From an optimization exercise on the open Yosys and OpenROAD flow, aimed at small area, a short achievable clock period and few clock cycles per item; shortcuts taken in it are not production practice. Function was checked by simulation only, so behaviour that the tests miss may differ from the original. Power and IR drop assume default switching activity.

== run 1 ==
==> flow/design.v (excerpt) <==
module fixed_chunk_free_list
#(
   parameter int MAX_CHUNKS = 256
)(
   input  logic                  clock,
   input  logic                  reset,
   input  logic                  req_valid,
   output logic                  req_ready,
   input  logic [1:0]            req_kind,
   input  logic [OFFSET_W-1:0]   req_byte_offset,
   output logic                  rsp_valid,
   input  logic                  rsp_ready,
   output logic [1:0]            rsp_status,
   output logic [OFFSET_W-1:0]   rsp_chunk_offset,
   input  logic                  csr_psel,
   input  logic                  csr_penable,
   input  logic                  csr_pwrite,
   input  logic [CSR_ADDR_W-1:0] csr_paddr,
   input  logic [CSR_DATA_W-1:0] csr_pwdata,
   output logic [CSR_DATA_W-1:0] csr_prdata,
   output logic                  csr_pready
);
Size in the first run: about 130 I/O pins, ~90000 sq um of cells after synthesis.
clock: 6.0 ns
lec_check: 0
cap_margin: 20
core_margin: 2
core_utilization: 70
cts_cluster_diameter: 60
cts_cluster_size: 30
setup_slack_margin: 3.0
slew_margin: 20
tns_end_percent: 5
run.sh (not shown) runs the stock make flow with config.mk's settings and CLKGATE_MAP_FILE= SYNTH_SCRIPT=/design/flow/synth_recipe.tcl, a recipe that flattens the netlist after the stock synthesis.
Run 1: no failed stages, no open violations at the end
Testbench counts of run 1, summed over its fixed seeds: cycles 9,640, items 9,624.
> inputs changed (run 1 -> run 2)
# run 1
export LEC_CHECK = 0
export CAP_MARGIN = 20
export CORE_MARGIN = 2
export CORE_UTILIZATION = 70
export CTS_CLUSTER_DIAMETER = 60
export CTS_CLUSTER_SIZE = 30
export SETUP_SLACK_MARGIN = 3.0
export SLEW_MARGIN = 20
export TNS_END_PERCENT = 5
create_clock -name core_clock -period 6.0 [get_ports {clock}]
# run 2
export LEC_CHECK = 0
export CAP_MARGIN = 20
export CORE_MARGIN = 2
export CORE_UTILIZATION = 70
export CTS_CLUSTER_DIAMETER = 100
export CTS_CLUSTER_SIZE = 25
export SETUP_SLACK_MARGIN = 3.0
export SLEW_MARGIN = 20
export TNS_END_PERCENT = 5
create_clock -name core_clock -period 6.0 [get_ports {clock}]
Diff run 1..run 2 | hold slack | negligible. Summary of run 2 over run 1: cell depth of the worst setup path now sits at about the same level, final design utilization now sits lower, first-pass GRT wire length now sits at about the same level.
## Diff of input files: run 3 against run 2
# run 2
export LEC_CHECK = 0
export CAP_MARGIN = 20
export CORE_MARGIN = 2
export CORE_UTILIZATION = 70
export CTS_CLUSTER_DIAMETER = 100
export CTS_CLUSTER_SIZE = 25
export SETUP_SLACK_MARGIN = 3.0
export SLEW_MARGIN = 20
export TNS_END_PERCENT = 5
create_clock -name core_clock -period 6.0 [get_ports {clock}]
# run 3
export LEC_CHECK = 0
export CAP_MARGIN = 20
export CORE_MARGIN = 2
export CORE_UTILIZATION = 70
export CTS_CLUSTER_DIAMETER = 80
export CTS_CLUSTER_SIZE = 30
export SETUP_SLACK_MARGIN = 3.0
export SLEW_MARGIN = 20
export TNS_END_PERCENT = 5
create_clock -name core_clock -period 6.0 [get_ports {clock}]
[summary]
Going from run 2 to run 3, final standard cell count with taps included and fillers excluded grew slightly. Taking run 2 as the reference, in run 3 register share of the cell area fell by 0.80 points, final instance area rose by about 1.3%, final cell utilization of the core rose by 1.0 points, sequential share of power fell by 0.3 points. For the via count, run 3 came in 194 higher than run 2 did. Compared with run 2, in run 3 area taken by flip-flops and latches roughly the same; combinational group share of total power higher; sum of routed wire segments on met1 higher; worst setup slack higher.
[inputs] run 4 vs run 3
# run 3
export LEC_CHECK = 0
export CAP_MARGIN = 20
export CORE_MARGIN = 2
export CORE_UTILIZATION = 70
export CTS_CLUSTER_DIAMETER = 80
export CTS_CLUSTER_SIZE = 30
export SETUP_SLACK_MARGIN = 3.0
export SLEW_MARGIN = 20
export TNS_END_PERCENT = 5
create_clock -name core_clock -period 6.0 [get_ports {clock}]
# run 4
export LEC_CHECK = 0
export CAP_MARGIN = 20
export CORE_MARGIN = 2
export CORE_UTILIZATION = 70
export CTS_CLUSTER_DIAMETER = 100
export CTS_CLUSTER_SIZE = 30
export SETUP_SLACK_MARGIN = 3.0
export SLEW_MARGIN = 20
create_clock -name core_clock -period 6.0 [get_ports {clock}]
## What came out
On total power draw: run 4 sits below run 3.
When the final numbers for run 3 and run 4 were put side by side, the total setup buffers inserted after CTS turned out to be smaller in run 4.
Aggregate routed wire length sits higher in run 4 than in run 3.
Layout-stage area growth over the synthesis result ended up 0.80 points lower on run 4 than on run 3.
| area used by sequential logic in the layout | run 4 vs run 3 | ≈ equal |

-- re-timing with driven ports --
In the flow no input, the clock included, has a driving cell. The finished layouts below were timed again as built, in two steps. Step 1: set_driving_cell puts a clkbuf_16 on clock and a buf_2 on each other input, an assumption about the parent block. Step 2 adds t to the input delays and takes it off the output delays; t is the mean of the earliest and latest rising clock arrival at the registers after step 1. Input paths then give back, and output paths get back, about the clock's delay inside the block. Three values: ideal ports, drivers, drivers and shift; two values: the first two.
| run | shift t [ns] | setup slack, ns | clock arrival spread, ns | worst register clock-pin slew, ns |
|---|---|---|---|---|
| run 1 | 0.881 | 2.579 / 2.579 / 1.780 | 0.038 / 0.037 | 0.11 / 0.11 |
| run 2 | 0.823 | 2.473 / 2.473 / 2.007 | 0.048 / 0.047 | 0.11 / 0.11 |
| run 3 | 0.821 | 2.565 / 2.565 / 2.026 | 0.046 / 0.046 | 0.12 / 0.12 |
| run 4 | 0.812 | 2.558 / 2.558 / 2.156 | 0.034 / 0.034 | 0.12 / 0.12 |
After both steps setup and hold are still met in every run listed. The setup slack of run 1, which loses most, moves by 0.000 ns with the drivers and by -0.799 ns with both steps.
